This design comes from an exercise in tuning for a short achievable clock period and few clock cycles on the open sky130 flow, not from production work. Only simulation tests tie the RTL to the original design; equivalence was not proved. Power is estimated from default activity; no workload was simulated.

[config.mk]
export PLATFORM = sky130hd
export DESIGN_NAME = memmap_nbank
export DESIGN_NICKNAME = memmap_nbank
export VERILOG_FILES = /design/flow/design.v
export SDC_FILE = /design/flow/constraint.sdc
export NUM_CORES = 4
export LEC_CHECK = 0
export ABC_CLOCK_PERIOD_IN_PS = 2000
export CAP_MARGIN = 20
export CORE_MARGIN = 2
export CORE_UTILIZATION = 55
export CTS_CLUSTER_DIAMETER = 80
export CTS_CLUSTER_SIZE = 20
export SETUP_SLACK_MARGIN = 3.2
export SLEW_MARGIN = 20
export SYNTH_HIERARCHICAL = 1
export SYNTH_MINIMUM_KEEP_SIZE = 0
[constraint.sdc]
create_clock -name core_clock -period 5.5 [get_ports {Clk}]
set_input_delay 1.1000 -clock core_clock [delete_from_list [all_inputs] [get_ports {Clk}]]
set_output_delay 1.1000 -clock core_clock [all_outputs]
set_load 0.01 [all_outputs]
[design.v]
package memmap_pkg;
  localparam int C_SLOT_W = 3;
  typedef logic [C_SLOT_W-1:0] slot_t;
  function automatic logic slot_mapped(input slot_t slot, input integer nbanks);
    slot_mapped = ({{(32-C_SLOT_W){1'b0}}, slot} < nbanks);
  endfunction
endpackage
module cheby_aoi22 (
  input  logic a_i, b_i, c_i, d_i,
  output logic y_o
);
  assign y_o = !((a_i && b_i) || (c_i && d_i));
endmodule
module cheby_nand4 (
  input  logic a_i, b_i, c_i, d_i,
  output logic y_o
);
  assign y_o = !(a_i && b_i && c_i && d_i);
endmodule
module cheby_aor #(
  parameter int N = 8
) (
  input  logic [N-1:0] d_i,
  input  logic [N-1:0] s_i,
  output logic         y_o
);
  localparam int NP = N / 2;
  localparam int NQ = NP / 4;
  logic [NP-1:0] p;
  logic [NQ-1:0] q;
  for (genvar i = 0; i < NP; i++) begin : g_p
    cheby_aoi22 u_p (.a_i(d_i[2*i]), .b_i(s_i[2*i]), .c_i(d_i[2*i+1]), .d_i(s_i[2*i+1]), .y_o(p[i]));
  end
  for (genvar i = 0; i < NQ; i++) begin : g_q
    cheby_nand4 u_q (.a_i(p[4*i]), .b_i(p[4*i+1]), .c_i(p[4*i+2]), .d_i(p[4*i+3]), .y_o(q[i]));
  end
  assign y_o = |q;
endmodule
module cheby_nand3 (
  input  logic a_i, b_i, c_i,
  output logic y_o
);
  assign y_o = !(a_i && b_i && c_i);
endmodule
module cheby_inv (
  input  logic a_i,
  output logic y_o
);
  assign y_o = !a_i;
endmodule
module cheby_dec3 #(
  parameter bit G_EN = 1'b0
) (
  input  logic [2:0] a_i,
  input  logic       en_i,
  output logic [7:0] y_o
);
  logic [2:0] na;
  logic [7:0] t;
  for (genvar i = 0; i < 3; i++) begin : g_na
    cheby_inv u_na (.a_i(a_i[i]), .y_o(na[i]));
  end
  for (genvar j = 0; j < 8; j++) begin : g_y
    logic b2, b1, b0;
    assign b2 = j[2] ? a_i[2] : na[2];
    assign b1 = j[1] ? a_i[1] : na[1];
    assign b0 = j[0] ? a_i[0] : na[0];
    if (G_EN) begin : g_en
      cheby_nand4 u_t (.a_i(en_i), .b_i(b2), .c_i(b1), .d_i(b0), .y_o(t[j]));
    end else begin : g_no_en
      cheby_nand3 u_t (.a_i(b2), .b_i(b1), .c_i(b0), .y_o(t[j]));
    end
    cheby_inv u_y (.a_i(t[j]), .y_o(y_o[j]));
  end
endmodule
module cheby_dpssram #(
  parameter int g_nbanks     = 2,
  parameter int g_addr_width = 6
) (
  input  logic                                 clk_i,
  input  logic                                 wr_i,
  input  logic [g_addr_width:0]                wr_addr_i,
  input  logic                                 wr_data_i,
  input  logic [2:0]                           addr_a_i,
  input  logic [g_nbanks*2**(g_addr_width-3)-1:0] grp_sel_a_i,
  output logic                                 data_a_o,
  input  logic [g_nbanks*3-1:0]                addr_b_i,
  input  logic [g_nbanks*2**(g_addr_width-3)-1:0] grp_sel_b_i,
  input  logic [g_nbanks-1:0]                  rd_b_i,
  output logic [g_nbanks-1:0]                  data_b_o
);
  localparam int NW = 2**g_addr_width;
  localparam int NG = NW / 8;
  logic [7:0]             sel_a;
  logic [g_nbanks*NW-1:0] wr_en;
  always_comb
    for (int i = 0; i < g_nbanks*NW; i++)
      wr_en[i] = wr_i && ({{(31-g_addr_width){1'b0}}, wr_addr_i} == i);
  logic [g_nbanks*NG-1:0] grp_a;
  logic                   data_a_q, data_a_d;
  cheby_dec3 u_dec_a (.a_i(addr_a_i), .en_i(1'b1), .y_o(sel_a));
  for (genvar k = 0; k < g_nbanks; k++) begin : g_bank
    memmap_bank #(
      .G_BANK_AW(g_addr_width)
    ) u_bank (
      .Clk      (clk_i),
      .wr_i     (wr_en[k*NW +: NW]),
      .wr_data_i(wr_data_i),
      .sel_a_i  (sel_a),
      .grp_a_o  (grp_a[k*NG +: NG]),
      .addr_b_i (addr_b_i[k*3 +: 3]),
      .grp_sel_b_i(grp_sel_b_i[k*NG +: NG]),
      .rd_b_i   (rd_b_i[k]),
      .dat_b_o  (data_b_o[k])
    );
  end
  cheby_aor #(.N(g_nbanks*NG)) u_sel_a (.d_i(grp_a), .s_i(grp_sel_a_i), .y_o(data_a_d));
  always_ff @(posedge clk_i)
    data_a_q <= data_a_d;
  assign data_a_o = data_a_q;
endmodule
module memmap_bank #(
  parameter int G_BANK_AW = 6
) (
  input  logic                         Clk,
  input  logic [2**G_BANK_AW-1:0]      wr_i,
  input  logic                         wr_data_i,
  input  logic [7:0]                   sel_a_i,
  output logic [2**(G_BANK_AW-3)-1:0]  grp_a_o,
  input  logic [2:0]                   addr_b_i,
  input  logic [2**(G_BANK_AW-3)-1:0]  grp_sel_b_i,
  input  logic                         rd_b_i,
  output logic                         dat_b_o
);
  localparam int NW = 2**G_BANK_AW;
  localparam int NG = NW / 8;
  logic [NW-1:0] mem_q;
  logic [7:0]    sel_b;
  logic [NG-1:0] grp_b;
  logic          y_b;
  logic          dat_b_q, dat_b_d;
  for (genvar i = 0; i < NW; i++) begin : g_word
    always_ff @(posedge Clk)
      if (wr_i[i]) mem_q[i] <= wr_data_i;
  end
  cheby_dec3 u_dec_b (.a_i(addr_b_i), .en_i(1'b1), .y_o(sel_b));
  for (genvar g = 0; g < NG; g++) begin : g_grp
    cheby_aor #(.N(8)) u_a (.d_i(mem_q[g*8 +: 8]), .s_i(sel_a_i), .y_o(grp_a_o[g]));
    cheby_aor #(.N(8)) u_b (.d_i(mem_q[g*8 +: 8]), .s_i(sel_b),   .y_o(grp_b[g]));
  end
  cheby_aor #(.N(NG)) u_sel_b (.d_i(grp_b), .s_i(grp_sel_b_i), .y_o(y_b));
  assign dat_b_d = y_b || (dat_b_q && !rd_b_i);
  always_ff @(posedge Clk)
    dat_b_q <= dat_b_d;
  assign dat_b_o = dat_b_q;
endmodule
module memmap_nbank #(
  parameter int G_NBANKS     = 2,
  parameter int G_DATA_WIDTH = 16,
  parameter int G_BANK_AW    = 6
) (
  input  logic                             Clk,
  input  logic                             rst_n,
  input  logic [G_BANK_AW+4:2]             VMEAddr,
  input  logic [31:0]                      VMEWrData,
  input  logic                             VMERdMem,
  input  logic                             VMEWrMem,
  output logic [31:0]                      VMERdData,
  output logic                             VMERdDone,
  output logic                             VMEWrDone,
  output logic                             VMEErr,
  input  logic [G_NBANKS*G_BANK_AW-1:0]    bank_adr_i,
  input  logic [G_NBANKS-1:0]              bank_rd_i,
  output logic [G_NBANKS*G_DATA_WIDTH-1:0] bank_dat_o
);
  localparam int NW = 2**G_BANK_AW;
  localparam int NG = NW / 8;
  localparam int NC = 4;                   
  localparam int SPC = G_DATA_WIDTH / NC;  
  logic                       wr_done_q, rd_done_q, err_q;
  logic                       wr_q;
  logic [G_BANK_AW+2:2]       wr_adr_q;
  logic [G_DATA_WIDTH-1:0]    wr_dat_q;
  logic [G_DATA_WIDTH-1:0]    rd_dat;
  logic [G_NBANKS-1:0]        dat_b [G_DATA_WIDTH];
  memmap_pkg::slot_t          slot;
  logic [G_BANK_AW-1:0]       word;
  logic                       unused_wr_hi;
  logic [G_NBANKS*NG-1:0]     grp_sel_a [NC];
  logic [G_NBANKS*NG-1:0]     grp_sel_b [NC];
  logic [G_NBANKS*3-1:0]      adr_b_lo;
  assign unused_wr_hi = ^VMEWrData;
  assign slot = VMEAddr[G_BANK_AW+4:G_BANK_AW+2];
  assign word = VMEAddr[G_BANK_AW+1:2];
  always_ff @(posedge Clk or negedge rst_n) begin
    if (!rst_n) begin
      wr_done_q <= 1'b0;
      rd_done_q <= 1'b0;
      err_q     <= 1'b0;
      wr_q      <= 1'b0;
    end else begin
      wr_done_q <= VMEWrMem;
      rd_done_q <= VMERdMem;
      err_q     <= (VMEWrMem || VMERdMem) && !memmap_pkg::slot_mapped(slot, G_NBANKS);
      wr_q      <= VMEWrMem && memmap_pkg::slot_mapped(slot, G_NBANKS);
    end
  end
  always_ff @(posedge Clk) begin
    wr_adr_q <= VMEAddr[G_BANK_AW+2:2];
    wr_dat_q <= VMEWrData[G_DATA_WIDTH-1:0];
  end
  for (genvar c = 0; c < NC; c++) begin : g_gdec
    for (genvar k = 0; k < G_NBANKS; k++) begin : g_k
      cheby_dec3 #(.G_EN(1'b1)) u_dec_ga (
        .a_i (word[5:3]),
        .en_i({{(32-memmap_pkg::C_SLOT_W){1'b0}}, slot} == k),
        .y_o (grp_sel_a[c][k*NG +: NG])
      );
      cheby_dec3 #(.G_EN(1'b1)) u_dec_gb (
        .a_i (bank_adr_i[k*G_BANK_AW+3 +: 3]),
        .en_i(bank_rd_i[k]),
        .y_o (grp_sel_b[c][k*NG +: NG])
      );
    end
  end
  for (genvar k = 0; k < G_NBANKS; k++) begin : g_adr_b
    assign adr_b_lo[k*3 +: 3] = bank_adr_i[k*G_BANK_AW +: 3];
  end
  for (genvar b = 0; b < G_DATA_WIDTH; b++) begin : g_bit
    cheby_dpssram #(
      .g_nbanks    (G_NBANKS),
      .g_addr_width(G_BANK_AW)
    ) u_slice (
      .clk_i    (Clk),
      .wr_i     (wr_q),
      .wr_addr_i(wr_adr_q),
      .wr_data_i(wr_dat_q[b]),
      .addr_a_i (word[2:0]),
      .grp_sel_a_i(grp_sel_a[b/SPC]),
      .data_a_o (rd_dat[b]),
      .addr_b_i (adr_b_lo),
      .grp_sel_b_i(grp_sel_b[b/SPC]),
      .rd_b_i   (bank_rd_i),
      .data_b_o (dat_b[b])
    );
    for (genvar k = 0; k < G_NBANKS; k++) begin : g_k
      assign bank_dat_o[k*G_DATA_WIDTH+b] = dat_b[b][k];
    end
  end
  assign VMERdData = {{(32-G_DATA_WIDTH){1'b0}}, rd_dat};
  assign VMERdDone = rd_done_q;
  assign VMEWrDone = wr_done_q;
  assign VMEErr    = err_q;
endmodule
[run.sh]
#!/bin/bash
# synth_recipe.tcl (not shown) runs the flow's synth.tcl, then flattens the netlist and writes it again
# the make line also repeats each setting of config.mk as NAME=value (left out here)
make -C /OpenROAD-flow-scripts/flow DESIGN_CONFIG=/design/flow/config.mk WORK_HOME=/design/flow/orfs CLKGATE_MAP_FILE= SYNTH_SCRIPT=/design/flow/synth_recipe.tcl finish
==> out/summary.txt, run 1 <==
status -> complete, no violations
area grow syn2layout -> 15.31%
clock slew at reported path FFs -> 80 ps
Std-Cell Rows -> 169
RSZ-0062 raised after global routing -> true
Final Hold Fails -> 0
Antenna Nets Post-Route -> 0
CTS tree -> done
leakage power -> 39.61 nW
Initial Utilization -> 55.29%
post-route setup slack -> 2977 ps
design area -> 135100 um2
vias per cell -> 7.043
fraction of layout cells with a size suffix above 1 -> 37.14%
cell count after synthesis -> 9408
pre-CTS setup slack -> 1284 ps
fmax -> 0.3963 GHz
die width -> 465.5 um
GRT Util Overall -> 36.75%
drt wl/cell -> 32.91 um
Port Buffers -> 93
worst vdd ir -> 0.3767 mV
crit share post-route -> 45.88%
DIE AREA -> 216700 um2
first-pass GRT wire length -> 586100 um
Final Critical Period -> 2523 ps
required time of the worst setup path -> 6190 ps
GPL Wtd Cong -> 0.8927
area post-placement -> 120000 um2
vias in the first global route -> 87.72k
Crit. End Element -> flop
CTS Root Cell -> clkbuf_16
largest net degree at the start of global routing -> 129
Initial DRC Count -> 11.55k
startpoint types -> input pin
Residual DRC -> 0
crit-path max FO -> 16
H-Tree Depth -> 4
Overflow after GRT -> 0
# IOs -> 126
Detailed Routing Iterations Pass 1 -> 9
initial antenna violation count -> 14
Final setup viols -> 0
Clock Tree Buf Depth -> 3
synthesized area -> 117100 um2
total routed wirelength -> 420900 um
Mean Syn Cell Area -> 12.45 um2
PD cells -> 248.1 nW/um2
CORE AREA -> 211900 um2
kind of critical path -> in -> reg
clock latency on the worst-skew pair -> 840 ps
final slew viol count -> 0
YS warnings -> 12
maximum capacitance violations -> 0
via count -> 90.07k
Rel. slew slack -> 32.86%
clock sinks -> 2123
Vert. Die Dim -> 465.5 um
Nets -> 9915
Worst Skew -> 30.19 ps
worst-margin pin slew -> 1007 ps
setup_tns -> 0 ps
Worst EP arrival -> 3220 ps
DP HPWL -> 234600 um
Hold Path Class -> in -> async
CTS Buf Count -> 141
==> critical path, cell delays in order <==
cell and delay [ps]:
buf_16 130, buf_12 140, buf_8 130, clkinvlp_4 150
nand3_2 130, clkinvlp_4 110, buf_12 180, a22oi_2 150
nand4_1 240, a22oi_2 270, nand4_1 150, or2_1 290
==> per-stage QoR <==
| stage | hold WS, ps | std cells | utilization [%] | power (mW) |
|---|---|---|---|---|
| after floorplan | 496.6 | 9423 | - | 20.26 |
| after global placement | 431.7 | 11938 | 56.62 | 21.52 |
| after detailed placement | 442.5 | 11939 | 56.63 | 21.59 |
| after CTS | 433.3 | 12635 | 62.34 | 33.21 |
| after global routing | 457.8 | 12782 | 63.75 | 34.25 |
| final | 458.0 | 12789 | 63.76 | 33.52 |
==> flip-flops by register name, summed over array words and instances (netlist names) <==
register and cells:
wr_done_q 1, g_bit.u_slice.data_a_q 16, g_bit.u_slice.g_bank.u_bank.mem_q 2048, wr_dat_q 16
err_q 1, rd_done_q 1, wr_q 1, wr_adr_q 7
g_bit.u_slice.g_bank.u_bank.dat_b_q 32
==> metal layers <==
layer | vias to the layer above | track usage [%] | part of all wire (%)
met5 | - | 0 | 0.019
met4 | 14 | 21.14 | 6.4
met3 | 1198 | 7.907 | 10
met2 | 5431 | 57.32 | 46
met1 | 45491 | 47.51 | 38
li1 | 37933 | - | -
==> final timing paths <==
| check | from | to | slack, ps | cells after the start |
|---|---|---|---|---|
| setup reg to reg | wr_adr_q[2] | g_bit[15].u_slice.g_bank[1].u_bank.mem_q[3] | 3180 | 3 |
| min in group core_clock | g_bit[7].u_slice.g_bank[0].u_bank.dat_b_q | g_bit[7].u_slice.g_bank[0].u_bank.dat_b_q | 460 | 1 |
| setup / recovery | VMEAddr[3] | g_bit[6].u_slice.data_a_q | 2980 | 12 |
| hold reg to reg | g_bit[7].u_slice.g_bank[0].u_bank.dat_b_q | g_bit[7].u_slice.g_bank[0].u_bank.dat_b_q | 460 | 1 |
| max in group asynchronous | rst_n | wr_q | 4860 | 1 |
| hold / removal | rst_n | wr_done_q | 460 | 1 |
==> cells in the final DEF, fill, tap and decap left out, drive strengths merged, types with 2 or more instances in the layout <==
| master | n |
|---|---|
| a22oi | 2304 |
| inv | 565 |
| dfrtp | 4 |
| edfxtp | 2048 |
| nor2 | 1984 |
| diode | 8 |
| nor3b | 2 |
| or4 | 32 |
| or4b | 112 |
| nand4 | 752 |
| conb | 16 |
| nand2 | 16 |
| nor4 | 64 |
| a21o | 32 |
| bufinv | 10 |
| nand2b | 16 |
| nand4bb | 176 |
| dfxtp | 71 |
| clkinv | 21 |
| clkbuf | 207 |
| or2 | 16 |
| clkinvlp | 203 |
| buf | 725 |
| clkdlybuf4s50 | 19 |
| nand3 | 384 |
| nand4b | 160 |
| bufbuf | 16 |
==> report_power, final <==
group | switching, mW | total [mW] | internal [mW]
Sequential | 0.132 | 17.9 | 17.8
Clock | 5.89 | 11.3 | 5.46
Combinational | 2.76 | 4.26 | 1.50
Total | 8.78 | 33.5 | 24.7
==> final cells by class <==
cell class	count	area (um2)
diodes	8	20.02
well taps	2821	3530
multi-input cells	6068	49690
fillers	16298	76790
clock buffers	184	3802
inverters	736	3477
repair buffers	786	10660
clock inverters	63	711.9
flip-flops and latches	2123	63190
==> timing repair <==
action	in CTS	in global routing
hold buffers	0	0
pin swaps	65	167
resized for setup	648	195
hold endpoints to repair	0	0
cloned	21	22
endpoints found under the setup margin	1978	415
buffers inserted	428	121
Testbench counts, summed over its fixed seeds: cycles 32,000.
==> run 2: changes to the inputs <==
--- a/design.v
+++ b/design.v
@@ -19,2 +19,14 @@
 endmodule
+module cheby_nand2 (
+  input  logic a_i, b_i,
+  output logic y_o
+);
+  assign y_o = !(a_i && b_i);
+endmodule
+module cheby_nor2 (
+  input  logic a_i, b_i,
+  output logic y_o
+);
+  assign y_o = !(a_i || b_i);
+endmodule
 module cheby_aor #(
@@ -27,5 +39,3 @@
   localparam int NP = N / 2;
-  localparam int NQ = NP / 4;
   logic [NP-1:0] p;
-  logic [NQ-1:0] q;
   for (genvar i = 0; i < NP; i++) begin : g_p
@@ -33,6 +43,15 @@
   end
-  for (genvar i = 0; i < NQ; i++) begin : g_q
-    cheby_nand4 u_q (.a_i(p[4*i]), .b_i(p[4*i+1]), .c_i(p[4*i+2]), .d_i(p[4*i+3]), .y_o(q[i]));
-  end
-  assign y_o = |q;
+  if (N == 16) begin : g_16
+    logic [3:0] q;
+    logic [1:0] r;
+    for (genvar i = 0; i < 4; i++) begin : g_q
+      cheby_nand2 u_q (.a_i(p[2*i]), .b_i(p[2*i+1]), .y_o(q[i]));
+    end
+    for (genvar i = 0; i < 2; i++) begin : g_r
+      cheby_nor2 u_r (.a_i(q[2*i]), .b_i(q[2*i+1]), .y_o(r[i]));
+    end
+    cheby_nand2 u_y (.a_i(r[0]), .b_i(r[1]), .y_o(y_o));
+  end else begin : g_8
+    cheby_nand4 u_y (.a_i(p[0]), .b_i(p[1]), .c_i(p[2]), .d_i(p[3]), .y_o(y_o));
+  end
 endmodule
==> out/summary.txt, run 2 <==
Initial DRC Count -> 12.16k (was 11.55k)
Clock Tree Buf Depth -> 3 (unchanged)
CORE AREA -> 212100 um2 (was 211900 um2)
commonest non-fill, non-tap cell in the layout -> a22oi_2 (unchanged)
Worst R2R Setup Slack -> 3100 ps (was 3180 ps)
kind of critical path -> reg -> out (was in -> reg)
r2r startpoint -> wr_adr_q[5] (was wr_adr_q[2])
DP HPWL -> 232300 um (was 234600 um)
Cell Chain, Critical Path -> buf_6 (was buf_16 > buf_12 > buf_8 > clkinvlp_4 > nand3_2 > clkinvlp_4 > buf_12 > a22oi_2 > nand4_1 > a22oi_2 > nand4_1 > or2_1)
clock latency on the worst-skew pair -> 850 ps (was 840 ps)
Max stage delay cell, worst path -> dfxtp_4 (was or2_1)
first-pass GRT wire length -> 594400 um (was 586100 um)
CTS tree -> done (unchanged)
synthesized area -> 117300 um2 (was 117100 um2)
RSZ-0062 raised after global routing -> true (unchanged)
Antenna Nets Post-Route -> 0 (unchanged)
Hold Path Class -> in -> async (unchanged)
clock sinks -> 2123 (unchanged)
Nets -> 10.02k (was 9915)
CTS Root Cell -> clkbuf_16 (unchanged)
register with the most flip-flops -> g_bit.u_slice.g_bank.u_bank.mem_q (unchanged)
area grow syn2layout -> 15.34% (was 15.31%)
fmax -> 0.4073 GHz (was 0.3963 GHz)
vias in the first global route -> 88.44k (was 87.72k)
Final setup viols -> 0 (unchanged)
Crit. End Element -> primary output (was flop)
Buf/Inv on CP -> 1 (was 6)
crit-path max FO -> 2 (was 16)
commonest cells after routing, fill and taps aside -> a22oi_2, edfxtp_1, nor2_1 (unchanged)
Initial Utilization -> 55.29% (about the same)
Vert. Die Dim -> 465.8 um (was 465.5 um)
Mean Syn Cell Area -> 12.38 um2 (was 12.45 um2)
DIE AREA -> 216900 um2 (was 216700 um2)
total routed wirelength -> 430800 um (was 420900 um)
Final Hold Fails -> 0 (unchanged)
drt wl/cell -> 33.37 um (was 32.91 um)
delay-heaviest family, CP -> flip-flops (was buffers and inverters)
# IOs -> 126 (unchanged)
YS warnings -> 12 (unchanged)
H-Tree Depth -> 4 (unchanged)
design area -> 135300 um2 (was 135100 um2)
Residual DRC -> 0 (unchanged)
Detailed Routing Iterations Pass 1 -> 22 (was 9)
number of fill cells -> 16.25k (was 16.30k)
clock slew at reported path FFs -> 80 ps (about the same)
setup_tns -> 0 ps (unchanged)
Rel. slew slack -> 30.50% (was 32.86%)
area post-placement -> 120000 um2 (about the same)
Std-Cell Rows -> 169 (unchanged)
startpoint types -> flop (was input pin)
CTS Buf Count -> 140 (was 141)
die width -> 465.8 um (was 465.5 um)
worst vdd ir -> 0.3603 mV (was 0.3767 mV)
PD cells -> 251.8 nW/um2 (was 248.1 nW/um2)
final slew viol count -> 0 (unchanged)
crit share post-route -> 44.64% (was 45.88%)
worst-margin pin slew -> 1042 ps (was 1007 ps)
largest registers -> g_bit.u_slice.g_bank.u_bank.mem_q (2048), g_bit.u_slice.g_bank.u_bank.dat_b_q (32) (unchanged)
initial antenna violation count -> 23 (was 14)
cell count after synthesis -> 9472 (was 9408)
vias per cell -> 7.052 (was 7.043)
Worst Skew -> 28.79 ps (was 30.19 ps)
leakage power -> 40.01 nW (was 39.61 nW)
Worst EP arrival -> 1360 ps (was 3220 ps)
GRT Util Overall -> 37.32% (was 36.75%)
Port Buffers -> 93 (unchanged)
Crit. Startpoint -> g_bit[9].u_slice.g_bank[0].u_bank.dat_b_q (was VMEAddr[3])
CP max stage delay -> 400 ps (was 290 ps)
fraction of layout cells with a size suffix above 1 -> 36.81% (was 37.14%)
GPL Wtd Cong -> 0.8801 (was 0.8927)
cell count along the critical path -> 1 (was 12)
maximum capacitance violations -> 0 (unchanged)
max FFs per register -> 2048 (unchanged)
Overflow after GRT -> 0 (unchanged)
required time of the worst setup path -> 4400 ps (was 6190 ps)
via count -> 91.04k (was 90.07k)
Worst R2R End -> g_bit[15].u_slice.g_bank[1].u_bank.mem_q[2] (was g_bit[15].u_slice.g_bank[1].u_bank.mem_q[3])
Final Critical Period -> 2455 ps (was 2523 ps)
Reg2Reg Depth -> 4 (was 3)
CP Capture Point -> bank_dat_o[9] (was g_bit[6].u_slice.data_a_q)
status -> complete, no violations (unchanged)
largest net degree at the start of global routing -> 129 (unchanged)
## run 2: cell count changes in the layout (fill, tap and decap cells not counted), moves of 8 or more
cell        delta
nand3_1       +45
inv_1         -12
nand3_2       -40
inv_2          -8
clkinvlp_4    +13
diode_2        +9
nand2_1       +80
or2_1         -14
buf_4         +68
nand4_1       -32
buf_12        -13
nor2_1        +25
buf_8          -9
## run 2: metrics by stage
step	setup WS, ps	util [%]	instances	hold slack [ps]	power [mW]
after floorplan	3100	-	9487	496.6	20.26
after global placement	1478	56.60	11989	432.7	21.52
after detailed placement	1438	56.60	11989	439.5	21.59
after CTS	3006	62.55	12724	411.9	33.76
after global routing	3013	63.77	12904	443.1	34.76
final	3045	63.77	12910	447.3	34.06
## run 2: worst min-delay path by stage
| stage | start | to | slack [ps] | cells past startpoint |
|---|---|---|---|---|
| finish | rst_n | err_q | 450 | 1 |
| CTS | rst_n | err_q | 410 | 1 |
| global placement | g_bit[3].u_slice.g_bank[1].u_bank.dat_b_q | g_bit[3].u_slice.g_bank[1].u_bank.dat_b_q | 430 | 1 |
| detailed placement | g_bit[14].u_slice.g_bank[0].u_bank.dat_b_q | g_bit[14].u_slice.g_bank[0].u_bank.dat_b_q | 440 | 1 |
| floorplan | g_bit[0].u_slice.g_bank[0].u_bank.dat_b_q | g_bit[0].u_slice.g_bank[0].u_bank.dat_b_q | 500 | 1 |
| global route | rst_n | err_q | 440 | 1 |
## run 2: what timing repair did
action                                   CTS  global route
hold buffers                               0             0
pin swaps                                 57            61
setup buffers                            460           143
resized for setup                        595           147
endpoints found under the setup margin  2061           421
cloned                                    20            21
## run 2: layer usage
layer,wire length (um),vias to the layer above,track usage [%],share of wire (%)
li1,-,38179,-,-
met1,163100,46035,49.66,38
met2,192900,5614,57.44,45
met3,48030,1199,7.305,11
met4,26630,14,20.91,6.2
met5,87,-,0,0.020
## run 2: report_power, final
part           leakage, nW  switching (mW)  internal, mW  total (mW)
Combinational         18.6            2.78          1.48        4.26
Sequential            19.1           0.148          17.8        17.9
Clock                 2.33            5.94          5.93        11.9
## run 2: final cells by class
type | count | area, um2 | share of cell area, %
repair buffers | 826 | 10670 | 7.886
clock buffers | 185 | 3914 | 2.894
diodes | 17 | 42.54 | 0.03145
flip-flops and latches | 2123 | 63190 | 46.72
multi-input cells | 6132 | 49450 | 36.56
inverters | 736 | 3550 | 2.624
clock inverters | 70 | 908.4 | 0.6716
well taps | 2821 | 3530 | 2.610
## run 2: worst reg2reg max path, stage by stage (launching register included)
cell,delay (ps)
dfxtp_4,490
buf_8,230
clkbuf_16,270
or4b_1,800
nor4_1,290
Testbench counts of run 2, summed over its fixed seeds: cycles 32,000.
==> run 3: changes to the inputs <==
--- a/config.mk
+++ b/config.mk
@@ -10,3 +10,3 @@
 export CORE_MARGIN = 2
-export CORE_UTILIZATION = 55
+export CORE_UTILIZATION = 50
 export CTS_CLUSTER_DIAMETER = 80
==> out/summary.txt, run 3 <==
clock latency on the worst-skew pair -> 860 ps (was 850 ps)
Rel. slew slack -> 31.74% (was 30.50%)
maximum capacitance violations -> 0 (unchanged)
Crit. End Element -> flop (was primary output)
Cells after DPL -> 12.30k (was 11.99k)
Overflow after GRT -> 0 (unchanged)
synthesized area -> 117300 um2 (unchanged)
Antenna Nets Post-Route -> 0 (unchanged)
H-Tree Depth -> 4 (unchanged)
CP max stage delay -> 300 ps (was 400 ps)
Std-Cell Rows -> 177 (was 169)
Worst Skew -> 25.96 ps (was 28.79 ps)
Initial DRC Count -> 11.98k (was 12.16k)
crit share post-route -> 46.13% (was 44.64%)
status -> complete, no violations (unchanged)
CTS tree -> done (unchanged)
area grow syn2layout -> 16.92% (was 15.34%)
delay-heaviest family, CP -> buffers and inverters (was flip-flops)
commonest non-fill, non-tap cell in the layout -> a22oi_2 (unchanged)
Final Critical Period -> 2537 ps (was 2455 ps)
Residual DRC -> 0 (unchanged)
CTS Buf Count -> 142 (was 140)
first-pass GRT wire length -> 594800 um (was 594400 um)
required time of the worst setup path -> 6250 ps (was 4400 ps)
DP HPWL -> 236900 um (was 232300 um)
CTS Root Cell -> clkbuf_16 (unchanged)
# IOs -> 126 (unchanged)
clock sinks -> 2123 (unchanged)
CORE AREA -> 233000 um2 (was 212100 um2)
final slew viol count -> 0 (unchanged)
DIE AREA -> 238400 um2 (was 216900 um2)
area post-placement -> 120400 um2 (was 120000 um2)
Detailed Routing Iterations Pass 1 -> 8 (was 22)
startpoint types -> input pin (was flop)
fraction of layout cells with a size suffix above 1 -> 38.20% (was 36.81%)
vias per cell -> 6.826 (was 7.052)
highest routed layer -> met5 (unchanged)
Register Area -> 63180 um2 (was 63190 um2)
clock slew at reported path FFs -> 80 ps (about the same)
fmax -> 0.3942 GHz (was 0.4073 GHz)
initial antenna violation count -> 14 (was 23)
register with the most flip-flops -> g_bit.u_slice.g_bank.u_bank.mem_q (unchanged)
die width -> 488.3 um (was 465.8 um)
Nets -> 10.12k (was 10.02k)
Initial Utilization -> 50.33% (was 55.29%)
leakage power -> 40.26 nW (was 40.01 nW)
vias in the first global route -> 88.02k (was 88.44k)
Buf/Inv on CP -> 5 (was 1)
total routed wirelength -> 428700 um (was 430800 um)
Hold Path Class -> reg -> reg (was in -> async)
worst vdd ir -> 0.2112 mV (was 0.3603 mV)
Max stage delay cell, worst path -> a22oi_2 (was dfxtp_4)
Mean Syn Cell Area -> 12.38 um2 (unchanged)
drt wl/cell -> 32.17 um (was 33.37 um)
largest registers -> g_bit.u_slice.g_bank.u_bank.mem_q (2048), g_bit.u_slice.g_bank.u_bank.dat_b_q (32) (unchanged)
YS warnings -> 12 (unchanged)
Worst EP arrival -> 3290 ps (was 1360 ps)
number of fill cells -> 18.64k (was 16.25k)
Final Hold Fails -> 0 (unchanged)
GPL Wtd Cong -> 0.8753 (was 0.8801)
Met2 Wirelength -> 193600 um (was 192900 um)
Worst R2R Setup Slack -> 3190 ps (was 3100 ps)
M1 wire length -> 167200 um (was 163100 um)
final core utilization -> 58.85% (was 63.77%)
GRT Util Overall -> 34.04% (was 37.32%)
crit-path max FO -> 8 (was 2)
Cell Count, Final, Fillers Out -> 13.33k (was 12.91k)
kind of critical path -> in -> reg (was reg -> out)
multi-input logic area -> 49740 um2 (was 49450 um2)
Vert. Die Dim -> 488.3 um (was 465.8 um)
CTS Hold Bufs -> 0 (unchanged)
max FFs per register -> 2048 (unchanged)
Port Buffers -> 93 (unchanged)
setup_tns -> 0 ps (unchanged)
worst-margin pin slew -> 1023 ps (was 1042 ps)
cell count after synthesis -> 9472 (unchanged)
largest net degree at the start of global routing -> 129 (unchanged)
PD cells -> 247.7 nW/um2 (was 251.8 nW/um2)
via count -> 90.96k (was 91.04k)
met3 routed WL -> 40220 um (was 48030 um)
Final setup viols -> 0 (unchanged)
Clock Tree Buf Depth -> 3 (unchanged)
commonest cells after routing, fill and taps aside -> a22oi_2, edfxtp_1, nor2_1 (unchanged)
RSZ-0062 raised after global routing -> true (unchanged)
Cell Chain, Critical Path -> buf_16 > buf_4 > clkbuf_16 > buf_6 > nand3_4 > clkinvlp_4 > a22oi_2 > nand4_1 > a22oi_2 > nand4_1 > a21o_1 (was buf_6)
design area -> 137100 um2 (was 135300 um2)
## run 3: cell type report
cell class | instances | share of cell area (%)
diodes | 16 | 0.02920
clock buffers | 200 | 2.981
clock inverters | 65 | 0.4919
inverters | 736 | 2.701
multi-input cells | 6132 | 36.28
flip-flops and latches | 2123 | 46.08
well taps | 3132 | 2.858
repair buffers | 921 | 8.579
## run 3: metal layers
metal	GRT usage [%]	up-vias
met5	0	-
met4	19.12	4
met3	6.473	1179
met2	52.71	5166
met1	44.99	46233
li1	-	38375
## run 3: path summary, 6_finish.rpt
check | from | to | cells past startpoint
worst max-delay path | bank_adr_i[1] | g_bit[9].u_slice.g_bank[0].u_bank.dat_b_q | 11
worst min-delay path | g_bit[0].u_slice.g_bank[1].u_bank.dat_b_q | g_bit[0].u_slice.g_bank[1].u_bank.dat_b_q | 1
worst max register to register | wr_adr_q[8] | g_bit[14].u_slice.g_bank[1].u_bank.mem_q[2] | 3
worst min register to register | g_bit[0].u_slice.g_bank[1].u_bank.dat_b_q | g_bit[0].u_slice.g_bank[1].u_bank.dat_b_q | 1
max in group asynchronous | rst_n | wr_q | 1
min in group asynchronous | rst_n | err_q | 1
## run 3: what timing repair did
action | 4_1_cts | 5_1_grt
setup endpoints to repair | 1990 | 220
setup buffers | 479 | 222
resized for setup | 643 | 232
pin swaps | 65 | 120
cloned | 18 | 19
## run 3: metrics by stage
step / power, mW / setup slack [ps] / hold slack (ps)
2_1_floorplan: 20.26 / 3100 / 496.6
3_3_place_gp: 21.51 / 1456 / 432.3
3_5_place_dp: 21.59 / 1354 / 438.3
4_1_cts: 33.62 / 2976 / 460.6
5_1_grt: 34.72 / 2986 / 476.9
6_report: 33.96 / 2963 / 457.1
## run 3: power by group
part	switching (mW)	internal (mW)	total [mW]
registers	0.143	17.8	17.9
clock network	6.07	5.68	11.7
logic	2.76	1.53	4.30
total	8.98	25.0	34.0

==> re-timing with driven ports <==
The flow's constraints put no driver on any port. The routed layouts listed below were extracted and timed again, unchanged, in two steps.
Step 1: set_driving_cell puts a clkbuf_16 on Clk and a buf_2 on each other input, an assumption about the parent block.
Step 2 also shifts input and output timing later by t, the mid clock arrival at the registers, as if the neighbouring blocks saw the same clock.
a / b / c = ideal / step 1 / step 2; a / b = the first two.
run | t (ns) | setup WS [ns] | hold slack, ns | worst setup path at the end | worst register clock-pin slew, ns
run 1 | 0.915 | 2.977 / 2.641 / 1.726 | 0.458 / 0.394 / 0.458 | input to register | 0.09 / 0.09
run 2 | 0.924 | 3.045 / 2.871 / 1.947 | 0.447 / 0.382 / 0.460 | input to register | 0.09 / 0.09
run 3 | 0.935 | 2.963 / 2.776 / 1.840 | 0.457 / 0.457 / 0.457 | input to register | 0.09 / 0.09
After both steps every run listed still meets setup and hold. The setup slack of run 1, which loses most, moves by -0.336 ns with the drivers and by -1.251 ns with both steps.
